This is an optimization exercise on Yosys and OpenROAD, whose aim is small area, not a production implementation.
Where RTL was checked, it was by simulation tests only, not by an equivalence proof against the original.
For run 1, only the layout was checked, not whether the RTL still works.
Power is estimated from default activity; no workload was simulated.

**flow/flow/run.sh**
```bash
#!/bin/bash
set -euo pipefail
cd "$(dirname "$0")/.."
export BUFFER_PORTS_ARGS="-buffer_cell sky130_fd_sc_hd__buf_1"
export CTS_ARGS="-sink_clustering_enable -sink_clustering_size 40 -sink_clustering_max_diameter 300 -repair_clock_nets -buf_list sky130_fd_sc_hd__clkbuf_8 -root_buf sky130_fd_sc_hd__clkbuf_8 -dont_use_dummy_load"
bash standard.sh > standard.log 2>&1
```
**flow/standard.sh**
```bash
#!/bin/bash
# synth_recipe.tcl (not shown) runs the flow's synth.tcl, then flattens the netlist and writes it again
# the make line also repeats each setting of config.mk as NAME=value (left out here)
make -C /OpenROAD-flow-scripts/flow DESIGN_CONFIG=/design/flow/config.mk WORK_HOME=/design/flow/orfs CLKGATE_MAP_FILE= SYNTH_SCRIPT=/design/flow/synth_recipe.tcl "${@:-finish}"
```
**flow/config.mk**
```make
export PLATFORM = sky130hd
export DESIGN_NAME = matrix_alu
export DESIGN_NICKNAME = matrix_alu
export VERILOG_FILES = /design/flow/design.v
export SDC_FILE = /design/flow/constraint.sdc
export NUM_CORES = 4
export LEC_CHECK = 0
export CAP_MARGIN = 20
export CORE_MARGIN = 2
export CORE_UTILIZATION = 40
export SLEW_MARGIN = 20
export SYNTH_HIERARCHICAL = 1
```
**flow/constraint.sdc**
```tcl
create_clock -name core_clock -period 8.0 [get_ports {clk}]
set_input_delay 1.6000 -clock core_clock [delete_from_list [all_inputs] [get_ports {clk}]]
set_output_delay 1.6000 -clock core_clock [all_outputs]
set_load 0.01 [all_outputs]
```
**flow/design.v**
```verilog
package matrix_pkg;
    localparam int ELEM_W = 4;                    
    localparam int RES_W  = 9;                    
    typedef logic signed [ELEM_W-1:0] elem_t;     
    typedef logic signed [RES_W-1:0]  res_t;      
    typedef struct packed {
        elem_t m11;                               
        elem_t m12;                               
        elem_t m21;                               
        elem_t m22;                               
    } mat_in_t;
    typedef struct packed {
        res_t m11;
        res_t m12;
        res_t m21;
        res_t m22;
    } mat_out_t;
    typedef enum logic [2:0] {
        OP_ADD       = 3'd0,                      
        OP_SUB       = 3'd1,                      
        OP_SCALE     = 3'd2,                      
        OP_MUL       = 3'd3,                      
        OP_TRANSPOSE = 3'd4,                      
        OP_ADJ       = 3'd5,                      
        OP_DET       = 3'd6                       
    } op_t;
    typedef struct packed {
        mat_out_t sum;                            
        mat_out_t diff;                           
        mat_out_t scaled;                         
    } ew_results_t;
    function automatic res_t widen(input elem_t e);
        res_t w;
        w = e;                                    
        widen = w;
    endfunction
    function automatic mat_out_t widen_mat(input mat_in_t m);
        mat_out_t w;
        w.m11 = widen(m.m11);
        w.m12 = widen(m.m12);
        w.m21 = widen(m.m21);
        w.m22 = widen(m.m22);
        widen_mat = w;
    endfunction
endpackage
`timescale 1ns/1ps
module csa_fa (
    input  logic a,
    input  logic b,
    input  logic c,
    output logic s,
    output logic co
);
    assign s  = a ^ b ^ c;
    assign co = (a & b) | (a & c) | (b & c);
endmodule
module csa_ha (
    input  logic a,
    input  logic b,
    output logic s,
    output logic co
);
    assign s  = a ^ b;
    assign co = a & b;
endmodule
module pp_nor (
    input  logic an,
    input  logic bn,
    output logic y
);
    assign y = ~(an | bn);
endmodule
module out_and (
    input  logic a,
    input  logic b,
    output logic y
);
    assign y = a & b;
endmodule
module sel4 (
    input  logic [3:0] s,
    input  logic [3:0] d,
    output logic       y
);
    assign y = |(s & d);
endmodule
module sel3_n (
    input  logic [2:0] s,
    input  logic [2:0] d,
    output logic       y
);
    assign y = ~|(s & d);
endmodule
`timescale 1ns/1ps
module matrix_alu (
    input  logic        clk,
    input  logic        reset,
    input  logic        start,
    input  logic [2:0]  op,
    input  logic [15:0] a,
    input  logic [15:0] b,
    input  logic [3:0]  scalar,
    output logic [35:0] result,
    output logic [8:0]  det,
    output logic        singular,
    output logic        done
);
    logic [2:0]  opr;       
    logic [15:0] ar;        
    logic [15:0] brx;       
    always_ff @(posedge clk) begin
        if (reset) done <= 1'b0;
        else       done <= start;
    end
    logic sel_b, sel_s, sel_t, sel_d, sel_o;
    assign sel_s = (op == 3'd2);
    assign sel_t = (op == 3'd4);
    assign sel_d = (op == 3'd5);
    assign sel_b = ~(sel_s | sel_t | sel_d);        
    assign sel_o = ~(sel_t | sel_d);                
    logic [15:0] b_in_x;
    for (genvar k = 0; k < 4; k++) begin : g_bin
        sel4 u_11 (.s({sel_b, sel_s, sel_t, sel_d}),
                   .d({b[12 + k], scalar[k], a[12 + k], a[k]}), .y(b_in_x[12 + k]));
        sel3_n u_12 (.s({sel_o, sel_t, sel_d}),
                     .d({b[8 + k], a[4 + k], a[8 + k]}), .y(b_in_x[8 + k]));
        sel3_n u_21 (.s({sel_o, sel_t, sel_d}),
                     .d({b[4 + k], a[8 + k], a[4 + k]}), .y(b_in_x[4 + k]));
        sel4 u_22 (.s({sel_b, sel_s, sel_t, sel_d}),
                   .d({b[k], scalar[k], a[k], a[12 + k]}), .y(b_in_x[k]));
    end
    always_ff @(posedge clk) begin
        if (reset) begin
            opr       <= 3'd7;
            ar[15:8]  <= 8'd0;
        end else if (start) begin
            opr       <= (op == 3'd7) ? 3'd6 : op;
            ar[15:8]  <= a[15:8];
        end
    end
    always_ff @(posedge clk) begin
        if (start) begin
            ar[7:0] <= a[7:0];
            brx     <= b_in_x;
        end
    end
    logic [3:0] a11, a12, a21, a22, b11, b12, b21, b22;
    assign {a11, a12, a21, a22} = ar;
    assign {b11, b12, b21, b22} = {brx[15:12], ~brx[11:4], brx[3:0]};
    logic f01, f23, f3, en, cin_d, cin_o, kill;
    assign f01   = (opr[2:1] == 2'b00);
    assign f23   = (opr[2:1] == 2'b01);
    assign f3    = (opr == 3'd3);
    assign en    = ~opr[1];
    assign cin_d = (opr == 3'd1);
    assign cin_o = (opr[1:0] == 2'b01);
    logic [3:0] y11, y12, y21, y22;
    assign y11 = ({4{f23}} & b11) | {3'b000, f01};
    assign y22 = ({4{f23}} & b22) | {3'b000, f01};
    assign y12 = {4{f3}} & b12;
    assign y21 = {4{f3}} & b21;
    logic [3:0] v11, v12, v21, v22;
    assign v11 = {4{en}} & (b11 ^ {4{cin_d}});
    assign v12 = {4{en}} & (b12 ^ {4{cin_o}});
    assign v21 = {4{en}} & (b21 ^ {4{cin_o}});
    assign v22 = {4{en}} & (b22 ^ {4{cin_d}});
    logic [8:0] p11, p12, p21, p22;
    logic [7:0] dv;
    wire [3:0] a11_n = ~a11;
    wire [3:0] a12_n = ~a12;
    wire [3:0] a21_n = ~a21;
    wire [3:0] a22_n = ~a22;
    wire [3:0] y11_n = ~y11;
    wire [3:0] y12_n = ~y12;
    wire [3:0] y21_n = ~y21;
    wire [3:0] y22_n = ~y22;
    wire pp_a110_y110;
    pp_nor u_pp_a110_y110 (.an(a11_n[0]), .bn(y11_n[0]), .y(pp_a110_y110));
    wire pp_a110_y111;
    pp_nor u_pp_a110_y111 (.an(a11_n[0]), .bn(y11_n[1]), .y(pp_a110_y111));
    wire pp_a110_y112;
    pp_nor u_pp_a110_y112 (.an(a11_n[0]), .bn(y11_n[2]), .y(pp_a110_y112));
    wire pp_a111_y110;
    pp_nor u_pp_a111_y110 (.an(a11_n[1]), .bn(y11_n[0]), .y(pp_a111_y110));
    wire pp_a111_y111;
    pp_nor u_pp_a111_y111 (.an(a11_n[1]), .bn(y11_n[1]), .y(pp_a111_y111));
    wire pp_a111_y112;
    pp_nor u_pp_a111_y112 (.an(a11_n[1]), .bn(y11_n[2]), .y(pp_a111_y112));
    wire pp_a112_y110;
    pp_nor u_pp_a112_y110 (.an(a11_n[2]), .bn(y11_n[0]), .y(pp_a112_y110));
    wire pp_a112_y111;
    pp_nor u_pp_a112_y111 (.an(a11_n[2]), .bn(y11_n[1]), .y(pp_a112_y111));
    wire pp_a112_y112;
    pp_nor u_pp_a112_y112 (.an(a11_n[2]), .bn(y11_n[2]), .y(pp_a112_y112));
    wire pp_a113_y113;
    pp_nor u_pp_a113_y113 (.an(a11_n[3]), .bn(y11_n[3]), .y(pp_a113_y113));
    wire pp_a120_y211;
    pp_nor u_pp_a120_y211 (.an(a12_n[0]), .bn(y21_n[1]), .y(pp_a120_y211));
    wire pp_a120_y212;
    pp_nor u_pp_a120_y212 (.an(a12_n[0]), .bn(y21_n[2]), .y(pp_a120_y212));
    wire pp_a121_y211;
    pp_nor u_pp_a121_y211 (.an(a12_n[1]), .bn(y21_n[1]), .y(pp_a121_y211));
    wire pp_a121_y212;
    pp_nor u_pp_a121_y212 (.an(a12_n[1]), .bn(y21_n[2]), .y(pp_a121_y212));
    wire pp_a122_y211;
    pp_nor u_pp_a122_y211 (.an(a12_n[2]), .bn(y21_n[1]), .y(pp_a122_y211));
    wire pp_a122_y212;
    pp_nor u_pp_a122_y212 (.an(a12_n[2]), .bn(y21_n[2]), .y(pp_a122_y212));
    wire pp_a123_y213;
    pp_nor u_pp_a123_y213 (.an(a12_n[3]), .bn(y21_n[3]), .y(pp_a123_y213));
    wire p11_0, p11_1;
    csa_fa u_p11_0 (.a(pp_a110_y110), .b(((a12[0] & y21[0]) | v11[0])), .c(cin_d), .s(p11_0), .co(p11_1));
    wire p11_2, p11_3;
    csa_fa u_p11_2 (.a(pp_a110_y111), .b(pp_a111_y110), .c(pp_a120_y211), .s(p11_2), .co(p11_3));
    wire p11_4, p11_5;
    csa_fa u_p11_4 (.a(((a12[1] & y21[0]) | v11[1])), .b(p11_1), .c(p11_2), .s(p11_4), .co(p11_5));
    wire p11_6, p11_7;
    csa_fa u_p11_6 (.a(pp_a110_y112), .b(pp_a111_y111), .c(pp_a112_y110), .s(p11_6), .co(p11_7));
    wire p11_8, p11_9;
    csa_fa u_p11_8 (.a(pp_a120_y212), .b(pp_a121_y211), .c(((a12[2] & y21[0]) | v11[2])), .s(p11_8), .co(p11_9));
    wire p11_10, p11_11;
    csa_fa u_p11_10 (.a(p11_3), .b(p11_6), .c(p11_8), .s(p11_10), .co(p11_11));
    wire p11_12, p11_13;
    csa_ha u_p11_12 (.a(p11_5), .b(p11_10), .s(p11_12), .co(p11_13));
    wire p11_14, p11_15;
    csa_fa u_p11_14 (.a(~(a11[0] & y11[3])), .b(pp_a111_y112), .c(pp_a112_y111), .s(p11_14), .co(p11_15));
    wire p11_16, p11_17;
    csa_fa u_p11_16 (.a(~(a11[3] & y11[0])), .b(~(a12[0] & y21[3])), .c(pp_a121_y212), .s(p11_16), .co(p11_17));
    wire p11_18, p11_19;
    csa_fa u_p11_18 (.a(pp_a122_y211), .b(~((a12[3] & y21[0]) | v11[3])), .c(p11_7), .s(p11_18), .co(p11_19));
    wire p11_20, p11_21;
    csa_fa u_p11_20 (.a(p11_9), .b(p11_14), .c(p11_16), .s(p11_20), .co(p11_21));
    wire p11_22, p11_23;
    csa_fa u_p11_22 (.a(p11_11), .b(p11_18), .c(p11_20), .s(p11_22), .co(p11_23));
    wire p11_24, p11_25;
    csa_ha u_p11_24 (.a(p11_13), .b(p11_22), .s(p11_24), .co(p11_25));
    wire p11_26, p11_27;
    csa_fa u_p11_26 (.a(~(a11[1] & y11[3])), .b(pp_a112_y112), .c(~(a11[3] & y11[1])), .s(p11_26), .co(p11_27));
    wire p11_28, p11_29;
    csa_fa u_p11_28 (.a(~(a12[1] & y21[3])), .b(pp_a122_y212), .c(~(a12[3] & y21[1])), .s(p11_28), .co(p11_29));
    wire p11_30, p11_31;
    csa_fa u_p11_30 (.a(p11_15), .b(p11_17), .c(p11_26), .s(p11_30), .co(p11_31));
    wire p11_32, p11_33;
    csa_fa u_p11_32 (.a(p11_28), .b(p11_19), .c(p11_21), .s(p11_32), .co(p11_33));
    wire p11_34, p11_35;
    csa_fa u_p11_34 (.a(p11_30), .b(p11_32), .c(p11_23), .s(p11_34), .co(p11_35));
    wire p11_36, p11_37;
    csa_ha u_p11_36 (.a(p11_25), .b(p11_34), .s(p11_36), .co(p11_37));
    wire p11_38 = ~(~(a11[2] & y11[3]) ^ ~(a11[3] & y11[2]));
    wire p11_39 = ~(a11[2] & y11[3]) | ~(a11[3] & y11[2]);
    wire p11_40, p11_41;
    csa_fa u_p11_40 (.a(~(a12[2] & y21[3])), .b(~(a12[3] & y21[2])), .c(p11_38), .s(p11_40), .co(p11_41));
    wire p11_42, p11_43;
    csa_fa u_p11_42 (.a(p11_27), .b(p11_29), .c(p11_40), .s(p11_42), .co(p11_43));
    wire p11_44, p11_45;
    csa_fa u_p11_44 (.a(p11_31), .b(p11_42), .c(p11_33), .s(p11_44), .co(p11_45));
    wire p11_46, p11_47;
    csa_fa u_p11_46 (.a(p11_44), .b(p11_35), .c(p11_37), .s(p11_46), .co(p11_47));
    wire p11_48, p11_49;
    csa_fa u_p11_48 (.a(pp_a113_y113), .b(pp_a123_y213), .c(p11_39), .s(p11_48), .co(p11_49));
    wire p11_50, p11_51;
    csa_fa u_p11_50 (.a(p11_41), .b(p11_48), .c(p11_43), .s(p11_50), .co(p11_51));
    wire p11_52, p11_53;
    csa_fa u_p11_52 (.a(p11_50), .b(p11_45), .c(p11_47), .s(p11_52), .co(p11_53));
    wire p11_54, p11_55;
    csa_fa u_p11_54 (.a(p11_49), .b(p11_51), .c(p11_53), .s(p11_54), .co(p11_55));
    wire p11_56 = ~p11_55;
    wire pp_a110_y121;
    pp_nor u_pp_a110_y121 (.an(a11_n[0]), .bn(y12_n[1]), .y(pp_a110_y121));
    wire pp_a110_y122;
    pp_nor u_pp_a110_y122 (.an(a11_n[0]), .bn(y12_n[2]), .y(pp_a110_y122));
    wire pp_a111_y121;
    pp_nor u_pp_a111_y121 (.an(a11_n[1]), .bn(y12_n[1]), .y(pp_a111_y121));
    wire pp_a111_y122;
    pp_nor u_pp_a111_y122 (.an(a11_n[1]), .bn(y12_n[2]), .y(pp_a111_y122));
    wire pp_a112_y121;
    pp_nor u_pp_a112_y121 (.an(a11_n[2]), .bn(y12_n[1]), .y(pp_a112_y121));
    wire pp_a112_y122;
    pp_nor u_pp_a112_y122 (.an(a11_n[2]), .bn(y12_n[2]), .y(pp_a112_y122));
    wire pp_a113_y123;
    pp_nor u_pp_a113_y123 (.an(a11_n[3]), .bn(y12_n[3]), .y(pp_a113_y123));
    wire pp_a120_y220;
    pp_nor u_pp_a120_y220 (.an(a12_n[0]), .bn(y22_n[0]), .y(pp_a120_y220));
    wire pp_a120_y221;
    pp_nor u_pp_a120_y221 (.an(a12_n[0]), .bn(y22_n[1]), .y(pp_a120_y221));
    wire pp_a120_y222;
    pp_nor u_pp_a120_y222 (.an(a12_n[0]), .bn(y22_n[2]), .y(pp_a120_y222));
    wire pp_a121_y220;
    pp_nor u_pp_a121_y220 (.an(a12_n[1]), .bn(y22_n[0]), .y(pp_a121_y220));
    wire pp_a121_y221;
    pp_nor u_pp_a121_y221 (.an(a12_n[1]), .bn(y22_n[1]), .y(pp_a121_y221));
    wire pp_a121_y222;
    pp_nor u_pp_a121_y222 (.an(a12_n[1]), .bn(y22_n[2]), .y(pp_a121_y222));
    wire pp_a122_y220;
    pp_nor u_pp_a122_y220 (.an(a12_n[2]), .bn(y22_n[0]), .y(pp_a122_y220));
    wire pp_a122_y221;
    pp_nor u_pp_a122_y221 (.an(a12_n[2]), .bn(y22_n[1]), .y(pp_a122_y221));
    wire pp_a122_y222;
    pp_nor u_pp_a122_y222 (.an(a12_n[2]), .bn(y22_n[2]), .y(pp_a122_y222));
    wire pp_a123_y223;
    pp_nor u_pp_a123_y223 (.an(a12_n[3]), .bn(y22_n[3]), .y(pp_a123_y223));
    wire p12_57, p12_58;
    csa_fa u_p12_57 (.a(((a11[0] & y12[0]) | v12[0])), .b(pp_a120_y220), .c(cin_o), .s(p12_57), .co(p12_58));
    wire p12_59, p12_60;
    csa_fa u_p12_59 (.a(pp_a110_y121), .b(((a11[1] & y12[0]) | v12[1])), .c(pp_a120_y221), .s(p12_59), .co(p12_60));
    wire p12_61, p12_62;
    csa_fa u_p12_61 (.a(pp_a121_y220), .b(p12_58), .c(p12_59), .s(p12_61), .co(p12_62));
    wire p12_63, p12_64;
    csa_fa u_p12_63 (.a(pp_a110_y122), .b(pp_a111_y121), .c(((a11[2] & y12[0]) | v12[2])), .s(p12_63), .co(p12_64));
    wire p12_65, p12_66;
    csa_fa u_p12_65 (.a(pp_a120_y222), .b(pp_a121_y221), .c(pp_a122_y220), .s(p12_65), .co(p12_66));
    wire p12_67, p12_68;
    csa_fa u_p12_67 (.a(p12_60), .b(p12_63), .c(p12_65), .s(p12_67), .co(p12_68));
    wire p12_69, p12_70;
    csa_ha u_p12_69 (.a(p12_62), .b(p12_67), .s(p12_69), .co(p12_70));
    wire p12_71, p12_72;
    csa_fa u_p12_71 (.a(~(a11[0] & y12[3])), .b(pp_a111_y122), .c(pp_a112_y121), .s(p12_71), .co(p12_72));
    wire p12_73, p12_74;
    csa_fa u_p12_73 (.a(~((a11[3] & y12[0]) | v12[3])), .b(~(a12[0] & y22[3])), .c(pp_a121_y222), .s(p12_73), .co(p12_74));
    wire p12_75, p12_76;
    csa_fa u_p12_75 (.a(pp_a122_y221), .b(~(a12[3] & y22[0])), .c(p12_64), .s(p12_75), .co(p12_76));
    wire p12_77, p12_78;
    csa_fa u_p12_77 (.a(p12_66), .b(p12_71), .c(p12_73), .s(p12_77), .co(p12_78));
    wire p12_79, p12_80;
    csa_fa u_p12_79 (.a(p12_68), .b(p12_75), .c(p12_77), .s(p12_79), .co(p12_80));
    wire p12_81, p12_82;
    csa_ha u_p12_81 (.a(p12_70), .b(p12_79), .s(p12_81), .co(p12_82));
    wire p12_83, p12_84;
    csa_fa u_p12_83 (.a(~(a11[1] & y12[3])), .b(pp_a112_y122), .c(~(a11[3] & y12[1])), .s(p12_83), .co(p12_84));
    wire p12_85, p12_86;
    csa_fa u_p12_85 (.a(~(a12[1] & y22[3])), .b(pp_a122_y222), .c(~(a12[3] & y22[1])), .s(p12_85), .co(p12_86));
    wire p12_87, p12_88;
    csa_fa u_p12_87 (.a(p12_72), .b(p12_74), .c(p12_83), .s(p12_87), .co(p12_88));
    wire p12_89, p12_90;
    csa_fa u_p12_89 (.a(p12_85), .b(p12_76), .c(p12_78), .s(p12_89), .co(p12_90));
    wire p12_91, p12_92;
    csa_fa u_p12_91 (.a(p12_87), .b(p12_89), .c(p12_80), .s(p12_91), .co(p12_92));
    wire p12_93, p12_94;
    csa_ha u_p12_93 (.a(p12_82), .b(p12_91), .s(p12_93), .co(p12_94));
    wire p12_95 = ~(~(a11[2] & y12[3]) ^ ~(a11[3] & y12[2]));
    wire p12_96 = ~(a11[2] & y12[3]) | ~(a11[3] & y12[2]);
    wire p12_97, p12_98;
    csa_fa u_p12_97 (.a(~(a12[2] & y22[3])), .b(~(a12[3] & y22[2])), .c(p12_95), .s(p12_97), .co(p12_98));
    wire p12_99, p12_100;
    csa_fa u_p12_99 (.a(p12_84), .b(p12_86), .c(p12_97), .s(p12_99), .co(p12_100));
    wire p12_101, p12_102;
    csa_fa u_p12_101 (.a(p12_88), .b(p12_99), .c(p12_90), .s(p12_101), .co(p12_102));
    wire p12_103, p12_104;
    csa_fa u_p12_103 (.a(p12_101), .b(p12_92), .c(p12_94), .s(p12_103), .co(p12_104));
    wire p12_105, p12_106;
    csa_fa u_p12_105 (.a(pp_a113_y123), .b(pp_a123_y223), .c(p12_96), .s(p12_105), .co(p12_106));
    wire p12_107, p12_108;
    csa_fa u_p12_107 (.a(p12_98), .b(p12_105), .c(p12_100), .s(p12_107), .co(p12_108));
    wire p12_109, p12_110;
    csa_fa u_p12_109 (.a(p12_107), .b(p12_102), .c(p12_104), .s(p12_109), .co(p12_110));
    wire p12_111, p12_112;
    csa_fa u_p12_111 (.a(p12_106), .b(p12_108), .c(p12_110), .s(p12_111), .co(p12_112));
    wire p12_113 = ~p12_112;
    wire pp_a210_y110;
    pp_nor u_pp_a210_y110 (.an(a21_n[0]), .bn(y11_n[0]), .y(pp_a210_y110));
    wire pp_a210_y111;
    pp_nor u_pp_a210_y111 (.an(a21_n[0]), .bn(y11_n[1]), .y(pp_a210_y111));
    wire pp_a210_y112;
    pp_nor u_pp_a210_y112 (.an(a21_n[0]), .bn(y11_n[2]), .y(pp_a210_y112));
    wire pp_a211_y110;
    pp_nor u_pp_a211_y110 (.an(a21_n[1]), .bn(y11_n[0]), .y(pp_a211_y110));
    wire pp_a211_y111;
    pp_nor u_pp_a211_y111 (.an(a21_n[1]), .bn(y11_n[1]), .y(pp_a211_y111));
    wire pp_a211_y112;
    pp_nor u_pp_a211_y112 (.an(a21_n[1]), .bn(y11_n[2]), .y(pp_a211_y112));
    wire pp_a212_y110;
    pp_nor u_pp_a212_y110 (.an(a21_n[2]), .bn(y11_n[0]), .y(pp_a212_y110));
    wire pp_a212_y111;
    pp_nor u_pp_a212_y111 (.an(a21_n[2]), .bn(y11_n[1]), .y(pp_a212_y111));
    wire pp_a212_y112;
    pp_nor u_pp_a212_y112 (.an(a21_n[2]), .bn(y11_n[2]), .y(pp_a212_y112));
    wire pp_a213_y113;
    pp_nor u_pp_a213_y113 (.an(a21_n[3]), .bn(y11_n[3]), .y(pp_a213_y113));
    wire pp_a220_y211;
    pp_nor u_pp_a220_y211 (.an(a22_n[0]), .bn(y21_n[1]), .y(pp_a220_y211));
    wire pp_a220_y212;
    pp_nor u_pp_a220_y212 (.an(a22_n[0]), .bn(y21_n[2]), .y(pp_a220_y212));
    wire pp_a221_y211;
    pp_nor u_pp_a221_y211 (.an(a22_n[1]), .bn(y21_n[1]), .y(pp_a221_y211));
    wire pp_a221_y212;
    pp_nor u_pp_a221_y212 (.an(a22_n[1]), .bn(y21_n[2]), .y(pp_a221_y212));
    wire pp_a222_y211;
    pp_nor u_pp_a222_y211 (.an(a22_n[2]), .bn(y21_n[1]), .y(pp_a222_y211));
    wire pp_a222_y212;
    pp_nor u_pp_a222_y212 (.an(a22_n[2]), .bn(y21_n[2]), .y(pp_a222_y212));
    wire pp_a223_y213;
    pp_nor u_pp_a223_y213 (.an(a22_n[3]), .bn(y21_n[3]), .y(pp_a223_y213));
    wire p21_114, p21_115;
    csa_fa u_p21_114 (.a(pp_a210_y110), .b(((a22[0] & y21[0]) | v21[0])), .c(cin_o), .s(p21_114), .co(p21_115));
    wire p21_116, p21_117;
    csa_fa u_p21_116 (.a(pp_a210_y111), .b(pp_a211_y110), .c(pp_a220_y211), .s(p21_116), .co(p21_117));
    wire p21_118, p21_119;
    csa_fa u_p21_118 (.a(((a22[1] & y21[0]) | v21[1])), .b(p21_115), .c(p21_116), .s(p21_118), .co(p21_119));
    wire p21_120, p21_121;
    csa_fa u_p21_120 (.a(pp_a210_y112), .b(pp_a211_y111), .c(pp_a212_y110), .s(p21_120), .co(p21_121));
    wire p21_122, p21_123;
    csa_fa u_p21_122 (.a(pp_a220_y212), .b(pp_a221_y211), .c(((a22[2] & y21[0]) | v21[2])), .s(p21_122), .co(p21_123));
    wire p21_124, p21_125;
    csa_fa u_p21_124 (.a(p21_117), .b(p21_120), .c(p21_122), .s(p21_124), .co(p21_125));
    wire p21_126, p21_127;
    csa_ha u_p21_126 (.a(p21_119), .b(p21_124), .s(p21_126), .co(p21_127));
    wire p21_128, p21_129;
    csa_fa u_p21_128 (.a(~(a21[0] & y11[3])), .b(pp_a211_y112), .c(pp_a212_y111), .s(p21_128), .co(p21_129));
    wire p21_130, p21_131;
    csa_fa u_p21_130 (.a(~(a21[3] & y11[0])), .b(~(a22[0] & y21[3])), .c(pp_a221_y212), .s(p21_130), .co(p21_131));
    wire p21_132, p21_133;
    csa_fa u_p21_132 (.a(pp_a222_y211), .b(~((a22[3] & y21[0]) | v21[3])), .c(p21_121), .s(p21_132), .co(p21_133));
    wire p21_134, p21_135;
    csa_fa u_p21_134 (.a(p21_123), .b(p21_128), .c(p21_130), .s(p21_134), .co(p21_135));
    wire p21_136, p21_137;
    csa_fa u_p21_136 (.a(p21_125), .b(p21_132), .c(p21_134), .s(p21_136), .co(p21_137));
    wire p21_138, p21_139;
    csa_ha u_p21_138 (.a(p21_127), .b(p21_136), .s(p21_138), .co(p21_139));
    wire p21_140, p21_141;
    csa_fa u_p21_140 (.a(~(a21[1] & y11[3])), .b(pp_a212_y112), .c(~(a21[3] & y11[1])), .s(p21_140), .co(p21_141));
    wire p21_142, p21_143;
    csa_fa u_p21_142 (.a(~(a22[1] & y21[3])), .b(pp_a222_y212), .c(~(a22[3] & y21[1])), .s(p21_142), .co(p21_143));
    wire p21_144, p21_145;
    csa_fa u_p21_144 (.a(p21_129), .b(p21_131), .c(p21_140), .s(p21_144), .co(p21_145));
    wire p21_146, p21_147;
    csa_fa u_p21_146 (.a(p21_142), .b(p21_133), .c(p21_135), .s(p21_146), .co(p21_147));
    wire p21_148, p21_149;
    csa_fa u_p21_148 (.a(p21_144), .b(p21_146), .c(p21_137), .s(p21_148), .co(p21_149));
    wire p21_150, p21_151;
    csa_ha u_p21_150 (.a(p21_139), .b(p21_148), .s(p21_150), .co(p21_151));
    wire p21_152 = ~(~(a21[2] & y11[3]) ^ ~(a21[3] & y11[2]));
    wire p21_153 = ~(a21[2] & y11[3]) | ~(a21[3] & y11[2]);
    wire p21_154, p21_155;
    csa_fa u_p21_154 (.a(~(a22[2] & y21[3])), .b(~(a22[3] & y21[2])), .c(p21_152), .s(p21_154), .co(p21_155));
    wire p21_156, p21_157;
    csa_fa u_p21_156 (.a(p21_141), .b(p21_143), .c(p21_154), .s(p21_156), .co(p21_157));
    wire p21_158, p21_159;
    csa_fa u_p21_158 (.a(p21_145), .b(p21_156), .c(p21_147), .s(p21_158), .co(p21_159));
    wire p21_160, p21_161;
    csa_fa u_p21_160 (.a(p21_158), .b(p21_149), .c(p21_151), .s(p21_160), .co(p21_161));
    wire p21_162, p21_163;
    csa_fa u_p21_162 (.a(pp_a213_y113), .b(pp_a223_y213), .c(p21_153), .s(p21_162), .co(p21_163));
    wire p21_164, p21_165;
    csa_fa u_p21_164 (.a(p21_155), .b(p21_162), .c(p21_157), .s(p21_164), .co(p21_165));
    wire p21_166, p21_167;
    csa_fa u_p21_166 (.a(p21_164), .b(p21_159), .c(p21_161), .s(p21_166), .co(p21_167));
    wire p21_168, p21_169;
    csa_fa u_p21_168 (.a(p21_163), .b(p21_165), .c(p21_167), .s(p21_168), .co(p21_169));
    wire p21_170 = ~p21_169;
    wire pp_a210_y121;
    pp_nor u_pp_a210_y121 (.an(a21_n[0]), .bn(y12_n[1]), .y(pp_a210_y121));
    wire pp_a210_y122;
    pp_nor u_pp_a210_y122 (.an(a21_n[0]), .bn(y12_n[2]), .y(pp_a210_y122));
    wire pp_a211_y121;
    pp_nor u_pp_a211_y121 (.an(a21_n[1]), .bn(y12_n[1]), .y(pp_a211_y121));
    wire pp_a211_y122;
    pp_nor u_pp_a211_y122 (.an(a21_n[1]), .bn(y12_n[2]), .y(pp_a211_y122));
    wire pp_a212_y121;
    pp_nor u_pp_a212_y121 (.an(a21_n[2]), .bn(y12_n[1]), .y(pp_a212_y121));
    wire pp_a212_y122;
    pp_nor u_pp_a212_y122 (.an(a21_n[2]), .bn(y12_n[2]), .y(pp_a212_y122));
    wire pp_a213_y123;
    pp_nor u_pp_a213_y123 (.an(a21_n[3]), .bn(y12_n[3]), .y(pp_a213_y123));
    wire pp_a220_y220;
    pp_nor u_pp_a220_y220 (.an(a22_n[0]), .bn(y22_n[0]), .y(pp_a220_y220));
    wire pp_a220_y221;
    pp_nor u_pp_a220_y221 (.an(a22_n[0]), .bn(y22_n[1]), .y(pp_a220_y221));
    wire pp_a220_y222;
    pp_nor u_pp_a220_y222 (.an(a22_n[0]), .bn(y22_n[2]), .y(pp_a220_y222));
    wire pp_a221_y220;
    pp_nor u_pp_a221_y220 (.an(a22_n[1]), .bn(y22_n[0]), .y(pp_a221_y220));
    wire pp_a221_y221;
    pp_nor u_pp_a221_y221 (.an(a22_n[1]), .bn(y22_n[1]), .y(pp_a221_y221));
    wire pp_a221_y222;
    pp_nor u_pp_a221_y222 (.an(a22_n[1]), .bn(y22_n[2]), .y(pp_a221_y222));
    wire pp_a222_y220;
    pp_nor u_pp_a222_y220 (.an(a22_n[2]), .bn(y22_n[0]), .y(pp_a222_y220));
    wire pp_a222_y221;
    pp_nor u_pp_a222_y221 (.an(a22_n[2]), .bn(y22_n[1]), .y(pp_a222_y221));
    wire pp_a222_y222;
    pp_nor u_pp_a222_y222 (.an(a22_n[2]), .bn(y22_n[2]), .y(pp_a222_y222));
    wire pp_a223_y223;
    pp_nor u_pp_a223_y223 (.an(a22_n[3]), .bn(y22_n[3]), .y(pp_a223_y223));
    wire p22_171, p22_172;
    csa_fa u_p22_171 (.a(((a21[0] & y12[0]) | v22[0])), .b(pp_a220_y220), .c(cin_d), .s(p22_171), .co(p22_172));
    wire p22_173, p22_174;
    csa_fa u_p22_173 (.a(pp_a210_y121), .b(((a21[1] & y12[0]) | v22[1])), .c(pp_a220_y221), .s(p22_173), .co(p22_174));
    wire p22_175, p22_176;
    csa_fa u_p22_175 (.a(pp_a221_y220), .b(p22_172), .c(p22_173), .s(p22_175), .co(p22_176));
    wire p22_177, p22_178;
    csa_fa u_p22_177 (.a(pp_a210_y122), .b(pp_a211_y121), .c(((a21[2] & y12[0]) | v22[2])), .s(p22_177), .co(p22_178));
    wire p22_179, p22_180;
    csa_fa u_p22_179 (.a(pp_a220_y222), .b(pp_a221_y221), .c(pp_a222_y220), .s(p22_179), .co(p22_180));
    wire p22_181, p22_182;
    csa_fa u_p22_181 (.a(p22_174), .b(p22_177), .c(p22_179), .s(p22_181), .co(p22_182));
    wire p22_183, p22_184;
    csa_ha u_p22_183 (.a(p22_176), .b(p22_181), .s(p22_183), .co(p22_184));
    wire p22_185, p22_186;
    csa_fa u_p22_185 (.a(~(a21[0] & y12[3])), .b(pp_a211_y122), .c(pp_a212_y121), .s(p22_185), .co(p22_186));
    wire p22_187, p22_188;
    csa_fa u_p22_187 (.a(~((a21[3] & y12[0]) | v22[3])), .b(~(a22[0] & y22[3])), .c(pp_a221_y222), .s(p22_187), .co(p22_188));
    wire p22_189, p22_190;
    csa_fa u_p22_189 (.a(pp_a222_y221), .b(~(a22[3] & y22[0])), .c(p22_178), .s(p22_189), .co(p22_190));
    wire p22_191, p22_192;
    csa_fa u_p22_191 (.a(p22_180), .b(p22_185), .c(p22_187), .s(p22_191), .co(p22_192));
    wire p22_193, p22_194;
    csa_fa u_p22_193 (.a(p22_182), .b(p22_189), .c(p22_191), .s(p22_193), .co(p22_194));
    wire p22_195, p22_196;
    csa_ha u_p22_195 (.a(p22_184), .b(p22_193), .s(p22_195), .co(p22_196));
    wire p22_197, p22_198;
    csa_fa u_p22_197 (.a(~(a21[1] & y12[3])), .b(pp_a212_y122), .c(~(a21[3] & y12[1])), .s(p22_197), .co(p22_198));
    wire p22_199, p22_200;
    csa_fa u_p22_199 (.a(~(a22[1] & y22[3])), .b(pp_a222_y222), .c(~(a22[3] & y22[1])), .s(p22_199), .co(p22_200));
    wire p22_201, p22_202;
    csa_fa u_p22_201 (.a(p22_186), .b(p22_188), .c(p22_197), .s(p22_201), .co(p22_202));
    wire p22_203, p22_204;
    csa_fa u_p22_203 (.a(p22_199), .b(p22_190), .c(p22_192), .s(p22_203), .co(p22_204));
    wire p22_205, p22_206;
    csa_fa u_p22_205 (.a(p22_201), .b(p22_203), .c(p22_194), .s(p22_205), .co(p22_206));
    wire p22_207, p22_208;
    csa_ha u_p22_207 (.a(p22_196), .b(p22_205), .s(p22_207), .co(p22_208));
    wire p22_209 = ~(~(a21[2] & y12[3]) ^ ~(a21[3] & y12[2]));
    wire p22_210 = ~(a21[2] & y12[3]) | ~(a21[3] & y12[2]);
    wire p22_211, p22_212;
    csa_fa u_p22_211 (.a(~(a22[2] & y22[3])), .b(~(a22[3] & y22[2])), .c(p22_209), .s(p22_211), .co(p22_212));
    wire p22_213, p22_214;
    csa_fa u_p22_213 (.a(p22_198), .b(p22_200), .c(p22_211), .s(p22_213), .co(p22_214));
    wire p22_215, p22_216;
    csa_fa u_p22_215 (.a(p22_202), .b(p22_213), .c(p22_204), .s(p22_215), .co(p22_216));
    wire p22_217, p22_218;
    csa_fa u_p22_217 (.a(p22_215), .b(p22_206), .c(p22_208), .s(p22_217), .co(p22_218));
    wire p22_219, p22_220;
    csa_fa u_p22_219 (.a(pp_a213_y123), .b(pp_a223_y223), .c(p22_210), .s(p22_219), .co(p22_220));
    wire p22_221, p22_222;
    csa_fa u_p22_221 (.a(p22_212), .b(p22_219), .c(p22_214), .s(p22_221), .co(p22_222));
    wire p22_223, p22_224;
    csa_fa u_p22_223 (.a(p22_221), .b(p22_216), .c(p22_218), .s(p22_223), .co(p22_224));
    wire p22_225, p22_226;
    csa_fa u_p22_225 (.a(p22_220), .b(p22_222), .c(p22_224), .s(p22_225), .co(p22_226));
    wire p22_227 = ~p22_226;
    wire pp_a110_a220;
    pp_nor u_pp_a110_a220 (.an(a11_n[0]), .bn(a22_n[0]), .y(pp_a110_a220));
    wire pp_a110_a221;
    pp_nor u_pp_a110_a221 (.an(a11_n[0]), .bn(a22_n[1]), .y(pp_a110_a221));
    wire pp_a110_a222;
    pp_nor u_pp_a110_a222 (.an(a11_n[0]), .bn(a22_n[2]), .y(pp_a110_a222));
    wire pp_a111_a220;
    pp_nor u_pp_a111_a220 (.an(a11_n[1]), .bn(a22_n[0]), .y(pp_a111_a220));
    wire pp_a111_a221;
    pp_nor u_pp_a111_a221 (.an(a11_n[1]), .bn(a22_n[1]), .y(pp_a111_a221));
    wire pp_a111_a222;
    pp_nor u_pp_a111_a222 (.an(a11_n[1]), .bn(a22_n[2]), .y(pp_a111_a222));
    wire pp_a112_a220;
    pp_nor u_pp_a112_a220 (.an(a11_n[2]), .bn(a22_n[0]), .y(pp_a112_a220));
    wire pp_a112_a221;
    pp_nor u_pp_a112_a221 (.an(a11_n[2]), .bn(a22_n[1]), .y(pp_a112_a221));
    wire pp_a112_a222;
    pp_nor u_pp_a112_a222 (.an(a11_n[2]), .bn(a22_n[2]), .y(pp_a112_a222));
    wire pp_a113_a223;
    pp_nor u_pp_a113_a223 (.an(a11_n[3]), .bn(a22_n[3]), .y(pp_a113_a223));
    wire pp_a120_a213;
    pp_nor u_pp_a120_a213 (.an(a12_n[0]), .bn(a21_n[3]), .y(pp_a120_a213));
    wire pp_a121_a213;
    pp_nor u_pp_a121_a213 (.an(a12_n[1]), .bn(a21_n[3]), .y(pp_a121_a213));
    wire pp_a122_a213;
    pp_nor u_pp_a122_a213 (.an(a12_n[2]), .bn(a21_n[3]), .y(pp_a122_a213));
    wire pp_a123_a210;
    pp_nor u_pp_a123_a210 (.an(a12_n[3]), .bn(a21_n[0]), .y(pp_a123_a210));
    wire pp_a123_a211;
    pp_nor u_pp_a123_a211 (.an(a12_n[3]), .bn(a21_n[1]), .y(pp_a123_a211));
    wire pp_a123_a212;
    pp_nor u_pp_a123_a212 (.an(a12_n[3]), .bn(a21_n[2]), .y(pp_a123_a212));
    wire d_228 = ~(pp_a110_a220 ^ ~(a12[0] & a21[0]));
    wire d_229 = pp_a110_a220 | ~(a12[0] & a21[0]);
    wire d_230 = ~(pp_a110_a221 ^ pp_a111_a220);
    wire d_231 = pp_a110_a221 | pp_a111_a220;
    wire d_232, d_233;
    csa_fa u_d_232 (.a(~(a12[0] & a21[1])), .b(~(a12[1] & a21[0])), .c(d_229), .s(d_232), .co(d_233));
    wire d_234, d_235;
    csa_ha u_d_234 (.a(d_230), .b(d_232), .s(d_234), .co(d_235));
    wire d_236 = ~(pp_a110_a222 ^ pp_a111_a221);
    wire d_237 = pp_a110_a222 | pp_a111_a221;
    wire d_238, d_239;
    csa_fa u_d_238 (.a(pp_a112_a220), .b(~(a12[0] & a21[2])), .c(~(a12[1] & a21[1])), .s(d_238), .co(d_239));
    wire d_240, d_241;
    csa_fa u_d_240 (.a(~(a12[2] & a21[0])), .b(d_231), .c(d_236), .s(d_240), .co(d_241));
    wire d_242, d_243;
    csa_fa u_d_242 (.a(d_238), .b(d_233), .c(d_240), .s(d_242), .co(d_243));
    wire d_244, d_245;
    csa_ha u_d_244 (.a(d_235), .b(d_242), .s(d_244), .co(d_245));
    wire d_246 = ~(~(a11[0] & a22[3]) ^ pp_a111_a222);
    wire d_247 = ~(a11[0] & a22[3]) | pp_a111_a222;
    wire d_248, d_249;
    csa_fa u_d_248 (.a(pp_a112_a221), .b(~(a11[3] & a22[0])), .c(pp_a120_a213), .s(d_248), .co(d_249));
    wire d_250, d_251;
    csa_fa u_d_250 (.a(~(a12[1] & a21[2])), .b(~(a12[2] & a21[1])), .c(pp_a123_a210), .s(d_250), .co(d_251));
    wire d_252, d_253;
    csa_fa u_d_252 (.a(d_237), .b(d_246), .c(d_239), .s(d_252), .co(d_253));
    wire d_254, d_255;
    csa_fa u_d_254 (.a(d_248), .b(d_250), .c(d_241), .s(d_254), .co(d_255));
    wire d_256, d_257;
    csa_fa u_d_256 (.a(d_252), .b(d_254), .c(d_243), .s(d_256), .co(d_257));
    wire d_258, d_259;
    csa_ha u_d_258 (.a(d_245), .b(d_256), .s(d_258), .co(d_259));
    wire d_260 = ~(~(a11[1] & a22[3]) ^ pp_a112_a222);
    wire d_261 = ~(a11[1] & a22[3]) | pp_a112_a222;
    wire d_262, d_263;
    csa_fa u_d_262 (.a(~(a11[3] & a22[1])), .b(pp_a121_a213), .c(~(a12[2] & a21[2])), .s(d_262), .co(d_263));
    wire d_264, d_265;
    csa_fa u_d_264 (.a(pp_a123_a211), .b(d_247), .c(d_260), .s(d_264), .co(d_265));
    wire d_266, d_267;
    csa_fa u_d_266 (.a(d_249), .b(d_251), .c(d_262), .s(d_266), .co(d_267));
    wire d_268, d_269;
    csa_fa u_d_268 (.a(d_264), .b(d_253), .c(d_266), .s(d_268), .co(d_269));
    wire d_270, d_271;
    csa_fa u_d_270 (.a(d_255), .b(d_268), .c(d_257), .s(d_270), .co(d_271));
    wire d_272, d_273;
    csa_ha u_d_272 (.a(d_259), .b(d_270), .s(d_272), .co(d_273));
    wire d_274, d_275;
    csa_fa u_d_274 (.a(~(a11[2] & a22[3])), .b(~(a11[3] & a22[2])), .c(pp_a122_a213), .s(d_274), .co(d_275));
    wire d_276, d_277;
    csa_fa u_d_276 (.a(pp_a123_a212), .b(d_261), .c(d_263), .s(d_276), .co(d_277));
    wire d_278, d_279;
    csa_fa u_d_278 (.a(d_274), .b(d_265), .c(d_267), .s(d_278), .co(d_279));
    wire d_280, d_281;
    csa_fa u_d_280 (.a(d_276), .b(d_278), .c(d_269), .s(d_280), .co(d_281));
    wire d_282, d_283;
    csa_fa u_d_282 (.a(d_280), .b(d_271), .c(d_273), .s(d_282), .co(d_283));
    wire d_284, d_285;
    csa_fa u_d_284 (.a(pp_a113_a223), .b(~(a12[3] & a21[3])), .c(d_275), .s(d_284), .co(d_285));
    wire d_286, d_287;
    csa_fa u_d_286 (.a(d_277), .b(d_284), .c(d_279), .s(d_286), .co(d_287));
    wire d_288, d_289;
    csa_fa u_d_288 (.a(d_286), .b(d_281), .c(d_283), .s(d_288), .co(d_289));
    wire d_290 = d_285 ^ d_287;
    wire d_291 = d_290 ^ d_289;
    assign p11 = {p11_56, p11_54, p11_52, p11_46, p11_36, p11_24, p11_12, p11_4, p11_0};
    assign p12 = {p12_113, p12_111, p12_109, p12_103, p12_93, p12_81, p12_69, p12_61, p12_57};
    assign p21 = {p21_170, p21_168, p21_166, p21_160, p21_150, p21_138, p21_126, p21_118, p21_114};
    assign p22 = {p22_227, p22_225, p22_223, p22_217, p22_207, p22_195, p22_183, p22_175, p22_171};
    assign dv = {d_291, d_288, d_282, d_272, d_258, d_244, d_234, d_228};
    logic zero_det;
    assign zero_det = (dv == 8'd0);
    assign kill     = (opr == 3'd5) & zero_det;
    logic        keep;
    logic [35:0] p_all;
    assign keep  = ~kill;
    assign p_all = {p11, p12, p21, p22};
    for (genvar i = 0; i < 36; i++) begin : g_res
        out_and u_and (.a(p_all[i]), .b(keep), .y(result[i]));
    end
    assign det      = {dv[7], dv};
    assign singular = zero_det & (opr != 3'd7);
endmodule
```
==> impl.org, run 1 <==
** Outcome
- The run finished with no timing, DRC or antenna violations.

** Die
- Area of the core :: 13900 µm²
- The initialized floorplan defines 43 standard-cell rows.
- Total I/O pin count :: 89
- Die width :: 123 µm
- The die covers 15200 µm².
- For this configuration, the core starts out at a cell density of 0.409.
- Die Y :: 123 µm

** Clock network
- Buffer type at the clock tree root :: clkbuf_8
- Clock-pin slew was measured on the worst setup and hold paths at 0.06 ns.
- TritonCTS built the clock tree.
- Clock tree synthesis inserted a total of 5 buffers.
- Hold buffers post-CTS :: 0
- Worst skew pair latency :: 0.28 ns
- Setup Fix Bufs, Post-CTS :: 0
- Gates resized during post-CTS repair numbered 0.
- Sinks on Clock Net :: 36
- In this run the number of H-tree levels came out at 2.
- Worst-case clock buffer depth :: 2

** Pwr
- Leakage Power :: 2.41 nW
- PD cells :: 156 nW/µm²
- The share of total power dissipated in combinational logic is 0.632.
- Net switching fraction of the power :: 0.445
- Internal power comes to 535 µW.
- Seq pwr share :: 0.256
- Clock Power Share :: 0.112
- The analysis attributes to net switching a power of 429 µW.
- Maximum resistive drop on vdd :: 0.121 mV

** STA
- Slew @ Worst Pin :: 0.957 ns
- The worst pin sits at a relative slew slack of 0.359.
- Based on the critical path, the design can be clocked at up to 0.136 GHz.
- Setup Total Neg Slack :: 0 ns
- The routed design could run at a clock period as short as 7.37 ns.
- Max-slew violations :: 0
- Worst Clk Skew :: 0 ns
- The final hold violation count came to 0.
- Setup violations remaining at the end of the flow were counted as 0.
- Fin Hold WS :: 0.573 ns
- Setup repair after global routing left no endpoint under its margin.
- Period utilization :: 0.922

** Synthesis
- After synthesis the netlist holds a flip-flop and latch count of 36.
- Synthesized netlist cell count :: 584
- Dominant cell type by area after synthesis :: fa_1
- Area share of the leading cell type in the synthesized netlist :: 0.416
- During synthesis, Yosys emitted a total of 7 warnings.
- Summing every instance area after synthesis gives 5680 µm².
- For this run, the register share of the synthesized area comes to 0.169.
- Synthesis instantiated 35 different standard cells from the library.
- Largest cells by area after synthesis :: fa_1, edfxtp_1, nor2_1, ha_1, nand2_1
- Syn Nets :: 769
- Mean Syn Cell Area :: 9.72 µm²

** Place
- The number of placed instances, taps included, is 829.
- Routability-driven placement finished with a final weighted congestion of 0.957.
- In this run the tool buffered the top-level ports with 88 buffer cells.
- After detailed placement, the total cell area comes to 6120 µm².
- The wire-length estimate of the detail-placed layout is 12600 µm.

** Global route
- Via count of the first global-routing pass :: 4443
- Global-route usage over all layers :: 0.204
- Initial antenna violation count :: 0
- The first global-routing pass estimated 23600 µm of wire.
- Aggregate global routing overflow :: 0
- Entering global routing, the biggest net connects 40 pins.

** Worst setup path
- STA puts the critical path data required time at 6.40 ns.
- Along the worst path, the maximum fanout reaches 36.
- On the critical path, the stage with the largest delay is an instance of or3_1.
- Worst Setup End Kind :: output port
- The critical path is of the flip-flop to output port type.
- Worst endpoint data arrival time :: 5.77 ns
- The signal on the critical path passes through inv_1 -> nor2_1 -> inv_1 -> ha_1 -> inv_1 -> fa_1 -> fa_1 -> fa_1 -> fa_1 -> ha_1 -> fa_1 -> fa_1 -> nor4_1 -> nand3_1 -> or3_1 -> and2_1 -> buf_1.
- Crit path top cell by count :: fa_1
- The worst register-to-register path begins at opr[1]$_SDFFE_PP1P_.
- Tracing the worst setup path back leads to its startpoint at ar[1]$_DFFE_PP_.
- Startpoint Class :: flip-flop
- CP max stage delay :: 0.72 ns

** Layout
- Non-filler instance count after layout :: 834
- Of the cells placed in the final design, the portion with a size suffix greater than 1 is 0.0275.
- Number of nets in the layout :: 841
- Fin area :: 6180 µm²
- From synthesis to final layout, the design area changed by 8.92%.
- The number of antenna diodes in the final layout is 0.

** Worst hold path
- The tightest min-delay check is of the flip-flop to flip-flop type.
- The worst hold path begins at ar[13]$_SDFFE_PP0P_.

** Route
- Detail-routed via count per cell :: 5.37
- WL per Instance :: 17.7 µm
- After detailed routing, the number of remaining DRC violations is 0.
- Number of optimization iterations in the first detailed-route pass :: 5
- The detail route stage leaves a number of antenna-violating nets equal to 0.
- In this run, the number of DRC markers left after iteration 0 of detailed routing was 299.
- Vias :: 4475
- Summed over all layers, the routed wires come to 14700 µm.

** Flow run
- Across the run, the number of max-cap violations was 0.
[metal layers]
layer,global-route usage,vias to the layer above,share of wire
li1,-,2015,-
met1,0.298,2226,0.45
met2,0.330,209,0.47
met3,0.0166,25,0.065
met4,0.0547,0,0.022
met5,0,-,0
[power groups by stage]
stage | clock network (mW) | logic, mW | registers, mW
floorplan | 0 | 0.506 | 0.232
global placement | 0 | 0.607 | 0.250
detailed placement | 0 | 0.622 | 0.249
CTS | 0.111 | 0.625 | 0.246
global route | 0.119 | 0.705 | 0.249
finish | 0.107 | 0.609 | 0.247
[per-module statistics from Yosys, one instance, submodules excluded]
module,flip-flops and latches,cells inside
csa_fa,0,1
csa_ha,0,1
matrix_alu,36,298
out_and,0,1
pp_nor,0,1
sel3_n,0,1
sel4,0,3
[critical path: cells and delay by family, from the launching register on]
kind	cells	cell delay, ns
flip-flops	1	0.54
adder cells (fa/ha/maj)	8	3.00
buffers and inverters	4	0.47
AND/OR/NAND/NOR	5	1.48
[cell type report]
class,count,area (µm²)
well taps,180,225
multi-input cells,464,4350
inverters,57,214
flip-flops and latches,36,961
fillers,1420,7700
repair buffers,92,362
clock buffers,5,68.8
[final timing paths]
check / to / slack [ns] / depth (start not counted)
hold / removal: ar[13]$_SDFFE_PP0P_ / 0.57 / 2
hold reg to reg: ar[13]$_SDFFE_PP0P_ / 0.57 / 2
setup / recovery: result[9] / 0.63 / 17
setup reg to reg: opr[1]$_SDFFE_PP1P_ / 6.76 / 3
[placed cells by master, fill, tap and decap left out, types with 10 or more instances in the layout]
cell / count
edfxtp_1: 24
a22oi_1: 16
o22ai_1: 13
inv_1: 57
nand3_1: 11
xnor2_1: 10
ha_1: 25
dfxtp_1: 12
and2_1: 38
nor2_1: 113
buf_1: 87
fa_1: 118
nand2_1: 68
[Yosys cell counts]
| cell type | n |
|---|---|
| nand2_1 | 68 |
| nor2b_1 | 6 |
| and2b_1 | 1 |
| o22a_1 | 1 |
| a211o_1 | 2 |
| nand3_1 | 11 |
| clkbuf_1 | 11 |
| a222oi_1 | 8 |
| nor3b_1 | 1 |
| a211oi_1 | 1 |
| fa_1 | 118 |
| buf_2 | 5 |
| ha_1 | 25 |
| and2_1 | 38 |
| inv_1 | 57 |
| nor3_1 | 2 |
| a31oi_1 | 2 |
| a21oi_1 | 3 |
| or3_1 | 1 |
| a311o_1 | 1 |
| nand3b_2 | 1 |
| buf_4 | 11 |
| nand2b_1 | 4 |
| or2_2 | 2 |
| xnor2_1 | 10 |
| dfxtp_1 | 12 |
| a22oi_1 | 16 |
| a31o_2 | 5 |
| nor4_1 | 1 |
| o22ai_1 | 13 |
| o32a_1 | 1 |
| edfxtp_1 | 24 |
| a311oi_1 | 1 |
| mux2i_1 | 8 |
| nor2_1 | 113 |
[registers in the layout, summed over array words and instances, names as in the netlist]
signal and flops:
ar 16, brx 16, opr 3, done 1
[cell families after synthesis]
group           Yosys count  synth area share
buf+inv                  84            0.0639
simple gates            249             0.193
compound gates           54            0.0732
fa+ha+maj               143             0.471
mux                       8            0.0141
flops                    36             0.169
xor+xnor                 10            0.0154
[stage by stage]
step	util	setup slack [ns]	power, mW
6_report	0.446	0.626	0.963
5_1_grt	0.446	0.217	1.07
4_1_cts	0.446	0.482	0.981
3_5_place_dp	0.441	0.793	0.872
3_3_place_gp	0.441	0.902	0.857
2_1_floorplan	-	1.66	0.737
==> inputs of run 2 (changes only) <==
--- a/flow/design.v
+++ b/flow/design.v
@@ -91,6 +91,20 @@
 );
     assign y = ~|(s & d);
 endmodule
+module csa_xnor (
+    input  logic a,
+    input  logic b,
+    output logic y
+);
+    assign y = ~(a ^ b);
+endmodule
+module csa_or (
+    input  logic a,
+    input  logic b,
+    output logic y
+);
+    assign y = a | b;
+endmodule
 `timescale 1ns/1ps
 module matrix_alu (
     input  logic        clk,
@@ -246,8 +260,9 @@
     csa_fa u_p11_34 (.a(p11_30), .b(p11_32), .c(p11_23), .s(p11_34), .co(p11_35));
     wire p11_36, p11_37;
     csa_ha u_p11_36 (.a(p11_25), .b(p11_34), .s(p11_36), .co(p11_37));
-    wire p11_38 = ~(~(a11[2] & y11[3]) ^ ~(a11[3] & y11[2]));
-    wire p11_39 = ~(a11[2] & y11[3]) | ~(a11[3] & y11[2]);
+    wire p11_38, p11_39;
+    csa_xnor u_p11_38 (.a(~(a11[2] & y11[3])), .b(~(a11[3] & y11[2])), .y(p11_38));
+    csa_or u_p11_39 (.a(~(a11[2] & y11[3])), .b(~(a11[3] & y11[2])), .y(p11_39));
     wire p11_40, p11_41;
     csa_fa u_p11_40 (.a(~(a12[2] & y21[3])), .b(~(a12[3] & y21[2])), .c(p11_38), .s(p11_40), .co(p11_41));
     wire p11_42, p11_43;
@@ -337,8 +352,9 @@
     csa_fa u_p12_91 (.a(p12_87), .b(p12_89), .c(p12_80), .s(p12_91), .co(p12_92));
     wire p12_93, p12_94;
     csa_ha u_p12_93 (.a(p12_82), .b(p12_91), .s(p12_93), .co(p12_94));
-    wire p12_95 = ~(~(a11[2] & y12[3]) ^ ~(a11[3] & y12[2]));
-    wire p12_96 = ~(a11[2] & y12[3]) | ~(a11[3] & y12[2]);
+    wire p12_95, p12_96;
+    csa_xnor u_p12_95 (.a(~(a11[2] & y12[3])), .b(~(a11[3] & y12[2])), .y(p12_95));
+    csa_or u_p12_96 (.a(~(a11[2] & y12[3])), .b(~(a11[3] & y12[2])), .y(p12_96));
     wire p12_97, p12_98;
     csa_fa u_p12_97 (.a(~(a12[2] & y22[3])), .b(~(a12[3] & y22[2])), .c(p12_95), .s(p12_97), .co(p12_98));
     wire p12_99, p12_100;
@@ -428,8 +444,9 @@
     csa_fa u_p21_148 (.a(p21_144), .b(p21_146), .c(p21_137), .s(p21_148), .co(p21_149));
     wire p21_150, p21_151;
     csa_ha u_p21_150 (.a(p21_139), .b(p21_148), .s(p21_150), .co(p21_151));
-    wire p21_152 = ~(~(a21[2] & y11[3]) ^ ~(a21[3] & y11[2]));
-    wire p21_153 = ~(a21[2] & y11[3]) | ~(a21[3] & y11[2]);
+    wire p21_152, p21_153;
+    csa_xnor u_p21_152 (.a(~(a21[2] & y11[3])), .b(~(a21[3] & y11[2])), .y(p21_152));
+    csa_or u_p21_153 (.a(~(a21[2] & y11[3])), .b(~(a21[3] & y11[2])), .y(p21_153));
     wire p21_154, p21_155;
     csa_fa u_p21_154 (.a(~(a22[2] & y21[3])), .b(~(a22[3] & y21[2])), .c(p21_152), .s(p21_154), .co(p21_155));
     wire p21_156, p21_157;
@@ -519,8 +536,9 @@
     csa_fa u_p22_205 (.a(p22_201), .b(p22_203), .c(p22_194), .s(p22_205), .co(p22_206));
     wire p22_207, p22_208;
     csa_ha u_p22_207 (.a(p22_196), .b(p22_205), .s(p22_207), .co(p22_208));
-    wire p22_209 = ~(~(a21[2] & y12[3]) ^ ~(a21[3] & y12[2]));
-    wire p22_210 = ~(a21[2] & y12[3]) | ~(a21[3] & y12[2]);
+    wire p22_209, p22_210;
+    csa_xnor u_p22_209 (.a(~(a21[2] & y12[3])), .b(~(a21[3] & y12[2])), .y(p22_209));
+    csa_or u_p22_210 (.a(~(a21[2] & y12[3])), .b(~(a21[3] & y12[2])), .y(p22_210));
     wire p22_211, p22_212;
     csa_fa u_p22_211 (.a(~(a22[2] & y22[3])), .b(~(a22[3] & y22[2])), .c(p22_209), .s(p22_211), .co(p22_212));
     wire p22_213, p22_214;
@@ -570,16 +588,19 @@
     pp_nor u_pp_a123_a211 (.an(a12_n[3]), .bn(a21_n[1]), .y(pp_a123_a211));
     wire pp_a123_a212;
     pp_nor u_pp_a123_a212 (.an(a12_n[3]), .bn(a21_n[2]), .y(pp_a123_a212));
-    wire d_228 = ~(pp_a110_a220 ^ ~(a12[0] & a21[0]));
-    wire d_229 = pp_a110_a220 | ~(a12[0] & a21[0]);
-    wire d_230 = ~(pp_a110_a221 ^ pp_a111_a220);
-    wire d_231 = pp_a110_a221 | pp_a111_a220;
+    wire d_228, d_229;
+    csa_xnor u_d_228 (.a(pp_a110_a220), .b(~(a12[0] & a21[0])), .y(d_228));
+    csa_or u_d_229 (.a(pp_a110_a220), .b(~(a12[0] & a21[0])), .y(d_229));
+    wire d_230, d_231;
+    csa_xnor u_d_230 (.a(pp_a110_a221), .b(pp_a111_a220), .y(d_230));
+    csa_or u_d_231 (.a(pp_a110_a221), .b(pp_a111_a220), .y(d_231));
     wire d_232, d_233;
     csa_fa u_d_232 (.a(~(a12[0] & a21[1])), .b(~(a12[1] & a21[0])), .c(d_229), .s(d_232), .co(d_233));
     wire d_234, d_235;
     csa_ha u_d_234 (.a(d_230), .b(d_232), .s(d_234), .co(d_235));
-    wire d_236 = ~(pp_a110_a222 ^ pp_a111_a221);
-    wire d_237 = pp_a110_a222 | pp_a111_a221;
+    wire d_236, d_237;
+    csa_xnor u_d_236 (.a(pp_a110_a222), .b(pp_a111_a221), .y(d_236));
+    csa_or u_d_237 (.a(pp_a110_a222), .b(pp_a111_a221), .y(d_237));
     wire d_238, d_239;
     csa_fa u_d_238 (.a(pp_a112_a220), .b(~(a12[0] & a21[2])), .c(~(a12[1] & a21[1])), .s(d_238), .co(d_239));
     wire d_240, d_241;
@@ -588,8 +609,9 @@
     csa_fa u_d_242 (.a(d_238), .b(d_233), .c(d_240), .s(d_242), .co(d_243));
     wire d_244, d_245;
     csa_ha u_d_244 (.a(d_235), .b(d_242), .s(d_244), .co(d_245));
-    wire d_246 = ~(~(a11[0] & a22[3]) ^ pp_a111_a222);
-    wire d_247 = ~(a11[0] & a22[3]) | pp_a111_a222;
+    wire d_246, d_247;
+    csa_xnor u_d_246 (.a(~(a11[0] & a22[3])), .b(pp_a111_a222), .y(d_246));
+    csa_or u_d_247 (.a(~(a11[0] & a22[3])), .b(pp_a111_a222), .y(d_247));
     wire d_248, d_249;
     csa_fa u_d_248 (.a(pp_a112_a221), .b(~(a11[3] & a22[0])), .c(pp_a120_a213), .s(d_248), .co(d_249));
     wire d_250, d_251;
@@ -602,8 +624,9 @@
     csa_fa u_d_256 (.a(d_252), .b(d_254), .c(d_243), .s(d_256), .co(d_257));
     wire d_258, d_259;
     csa_ha u_d_258 (.a(d_245), .b(d_256), .s(d_258), .co(d_259));
-    wire d_260 = ~(~(a11[1] & a22[3]) ^ pp_a112_a222);
-    wire d_261 = ~(a11[1] & a22[3]) | pp_a112_a222;
+    wire d_260, d_261;
+    csa_xnor u_d_260 (.a(~(a11[1] & a22[3])), .b(pp_a112_a222), .y(d_260));
+    csa_or u_d_261 (.a(~(a11[1] & a22[3])), .b(pp_a112_a222), .y(d_261));
     wire d_262, d_263;
     csa_fa u_d_262 (.a(~(a11[3] & a22[1])), .b(pp_a121_a213), .c(~(a12[2] & a21[2])), .s(d_262), .co(d_263));
     wire d_264, d_265;
==> flow/flow/run.sh (replaced) <==
#!/bin/bash
set -euo pipefail
cd "$(dirname "$0")/.."
export BUFFER_PORTS_ARGS="-buffer_cell sky130_fd_sc_hd__buf_1"
export CTS_ARGS="-sink_clustering_enable -repair_clock_nets -buf_list sky130_fd_sc_hd__clkbuf_4 -dont_use_dummy_load"
export GLOBAL_PLACEMENT_ARGS="-keep_resize_below_overflow 0"
bash standard.sh > standard.log 2>&1
==> run 2 against run 1 <==
  * Largest cell class unchanged
  * Sequential power increased by 2%
  * Utilization decreased by 0.45 points
  * Fmax decreased by 1.8%
  * Still clean
  * Total power decreased by 3.6%
  * Synthesized cell count decreased by 2.1%
  * Largest power group unchanged
==> impl.org, run 2 <==
** Outcome
- The run finished with no timing, DRC or antenna violations.

** STA
- Setup repair after global routing missed its margin :: false
- Setup Total Neg Slack :: 0 ns
- Final setup viols :: 0
- Measured against its own limit, the worst slew margin works out to 0.307.
- Setup slack on the critical path of the routed design comes to 0.487 ns.
- Max-slew violations :: 0
- Period utilization :: 0.939
- Maximum achievable frequency :: 0.133 GHz
- The routed design could run at a clock period as short as 7.51 ns.
- The final hold violation count is 0.
- Slew @ Worst Pin :: 1.04 ns
- Worst Clk Skew :: 0 ns

** Synthesis
- In this run, distinct cell masters in the synthesized netlist total 37.
- Leading cell types by count after synthesis :: fa_1, nor2_1, nand2_1, and2_1, inv_1
- Flops & latches, synth :: 36
- By instance count, the leading cell after synthesis is fa_1.
- Syn Nets :: 748
- Of the synthesized area, sequential elements account for 0.171.
- Mean Syn Cell Area :: 9.80 µm²
- Largest cells by area after synthesis :: fa_1, edfxtp_1, nor2_1, nand2_1, and2_1
- Number of flops mapped to enable cells by yosys :: 24
- During synthesis, Yosys emitted a total of 7 warnings.
- Of the post-synthesis cell area, the dominant cell type holds 0.422.
- The synthesized netlist occupies a cell area of 5600 µm².
- Among all flip-flop cells after synthesis, the most frequent one is edfxtp_1.
- Summed over all instances, the cell type with the most area after synthesis is fa_1.
- Post-synthesis async set-or-reset flop share :: 0
- The cell count after synthesis came out at 572.

** Clock network
- In this run the deepest clock path goes through 2 buffers.
- Buffer type at the clock tree root :: clkbuf_4
- Register clock-pin slew on the reported worst setup and hold paths :: 0.11 ns
- Post-cts sizing count :: 0
- Worst skew pair latency :: 0.31 ns
- Sinks on Clock Net :: 36
- Hold buffers post-CTS :: 0
- The H-tree was split into 2 levels.
- TritonCTS created 5 clock buffers.
- Clock tree from TritonCTS :: done
- Buffers added to address setup during post-CTS repair amount to 0.

** Layout
- The largest registers in the layout are ar x16, brx x16, opr x3.
- Syn-to-layout area delta :: 8.39%
- The layout has 1409 filler cells.
- Area occupied by multi-input gates :: 4360 µm²
- Most common cell after layout, fill and taps aside :: fa_1
- Number of nets in the layout :: 814
- The repair_antennas step left the layout with diodes totalling 0.
- Commonest cells after routing, fill and taps aside :: fa_1, nor2_1, buf_1
- Registers take 961 µm².
- Final core utilization :: 0.441
- Layout cell share with drive strength beyond 1 :: 0.0220

** Worst setup path
- Worst reg2reg setup slack :: 6.79 ns
- The startpoint identified for the worst register-to-register timing path is opr[1]$_SDFFE_PP1P_.
- Endpoint of the most critical register-to-register path :: opr[1]$_SDFFE_PP1P_
- Crit path top cell by count :: fa_1
- The worst setup path is of the flip-flop to output port kind.
- CP max stage delay :: 0.91 ns
- Slowest stage cell, crit path :: dfxtp_1
- In this run the worst setup path begins at opr[1]$_SDFFE_PP1P_.
- The worst setup path is captured at an output port.
- STA puts the critical path data arrival time at 5.91 ns.
- Critical path peak fanout :: 28
- At the worst endpoint, the required time is 6.40 ns.
- For the worst flop-to-flop path, the logic depth is 2.
- Broken down by cell family, the worst path's largest delay share belongs to adder cells.
- Critical-path cell list :: nand3b_1 -> nor2_1 -> nand2_1 -> fa_1 -> fa_1 -> fa_1 -> fa_1 -> ha_1 -> fa_1 -> fa_1 -> fa_1 -> and2_1 -> buf_1
- Counting both buffers and inverters, the worst setup path holds a total of 1.
- Startpoint Class :: flip-flop

** Die
- Area of the core :: 13800 µm²
- The floorplan has 43 rows.
- Effective utilization at floorplan :: 0.407
- In this run the count of I/O pins placed on the die edge is 89.
- Die Y :: 122 µm
- Area of the die :: 15000 µm²
- Die width :: 122 µm

** Place
- Prior to clock tree synthesis, the placed netlist has a worst setup slack of 0.434 ns.
- PortBufs :: 88
- Post-DP HPWL :: 13600 µm
- At the end of routability-driven placement, the weighted congestion stood at 0.963.

** Route
- After detailed routing, the number of vias per cell comes to 5.39.
- For this run, design rule violations remaining after detail routing come to 0.
- Number of optimization iterations in the first detailed-route pass :: 7
- After detailed routing, the total wire length is 16300 µm.
- The count of nets left with antenna violations once routing finished came out at 0.
- The first routing iteration left 329 violations.
- In the final routed layout, each cell accounts on average for 20.0 µm.
- Vias :: 4398

** Worst hold path
- Number of instances on the worst hold path :: 2
- Kind of path behind the tightest hold check :: flip-flop to flip-flop
- The worst hold path begins at opr[2]$_SDFFE_PP1P_.
- Hold path endpoint :: opr[2]$_SDFFE_PP1P_

** Global route
- In the global route stage, met1 resource usage came out at 0.305.
- First-pass GRT wire length :: 26000 µm
- Routing usage on met3 :: 0.0191
- The number of antenna violations at the first check in global routing came to 0.
- Entering global routing, the biggest net connects 37 pins.
- The via count of the first global-routing pass was 4734.
- Aggregate global routing overflow :: 0
- Across every metal layer, demand over resource in global routing totals 0.232.
- met2 is the most crowded layer.
- For this run, global-route usage on met2 was measured as 0.413.

** Pwr
- Across the VDD grid, the largest voltage drop is 0.0882 mV.
- PD cells :: 153 nW/µm²
- Overall power consumption after layout is estimated at 929 µW.
- Summed over all cells, the static leakage comes to 2.29 nW.

** Flow run
- Max-cap violation count :: 0
==> run 2: stage by stage <==
stage | instance area [µm²] | std cells | hold slack (ns)
3_3_place_gp | 6000 | 810 | 0.656
6_report | 6070 | 816 | 0.691
3_5_place_dp | 6030 | 811 | 0.657
4_1_cts | 6070 | 816 | 0.675
2_1_floorplan | 5600 | 572 | 0.458
5_1_grt | 6070 | 816 | 0.760
==> run 2: tightest hold or removal path, cell delays in order (launching register included) <==
cell and delay [ns]:
dfxtp_1 0.43, inv_1 0.13, o211ai_1 0.08
==> run 2: per-module statistics from Yosys (local to each module, per instance) <==
module,area [µm²],flip-flops and latches
csa_or,6.26,0
sel3_n,10.0,0
sel4,18.8,0
pp_nor,3.75,0
csa_xnor,8.76,0
out_and,6.26,0
matrix_alu,2140,36
csa_ha,12.5,0
csa_fa,20.0,0
==> run 2: logic make-up (layout without fill, tap and decap cells) <==
kind of cell / Yosys count / in the layout / share of synthesized area
AND/OR/NAND/NOR: 256 / 256 / 0.202
adder cells (fa/ha/maj): 134 / 134 / 0.457
buffers and inverters: 66 / 130 / 0.0518
AO/OA/AOI/OAI: 52 / 52 / 0.0717
flip-flops: 36 / 36 / 0.171
XOR/XNOR: 19 / 19 / 0.0297
multiplexers: 9 / 9 / 0.0161
==> run 2: power by group <==
part / switching, mW / total, mW / internal, mW
Sequential: 0.0351 / 0.252 / 0.217
Combinational: 0.343 / 0.600 / 0.258
Clock: 0.0472 / 0.0766 / 0.0294
==> run 2: layout make-up <==
class / instances / area share
multi-input combinational: 470 / 0.717
sequential: 36 / 0.158
clock buffer: 5 / 0.00618
timing repair buffer: 89 / 0.0591
tap: 180 / 0.0371
inverter: 36 / 0.0222
==> run 2: metal layers <==
layer	vias to the layer above	wire length, µm	part of all wire
li1	1975	-	-
met1	2200	6700	0.41
met2	194	8240	0.50
met3	29	956	0.058
met4	0	451	0.028
met5	-	0	0
==> run 2: worst max-delay path by stage <==
stage                             to  slack, ns  cells past startpoint
after global placement    result[22]       0.52                     14
after detailed placement  result[24]       0.43                     14
after floorplan            result[0]       1.52                     14
after CTS                 result[24]       0.06                     14
final                      result[7]       0.49                     13
after global routing      result[25]       0.13                     13

Setup slack of run 2, layout unchanged: 0.487 ns with ideal ports, 0.467 ns with driving cells assumed (clock clkbuf_16, inputs buf_2), 0.788 ns with port delays also shifted by the 0.321 ns mid clock arrival.
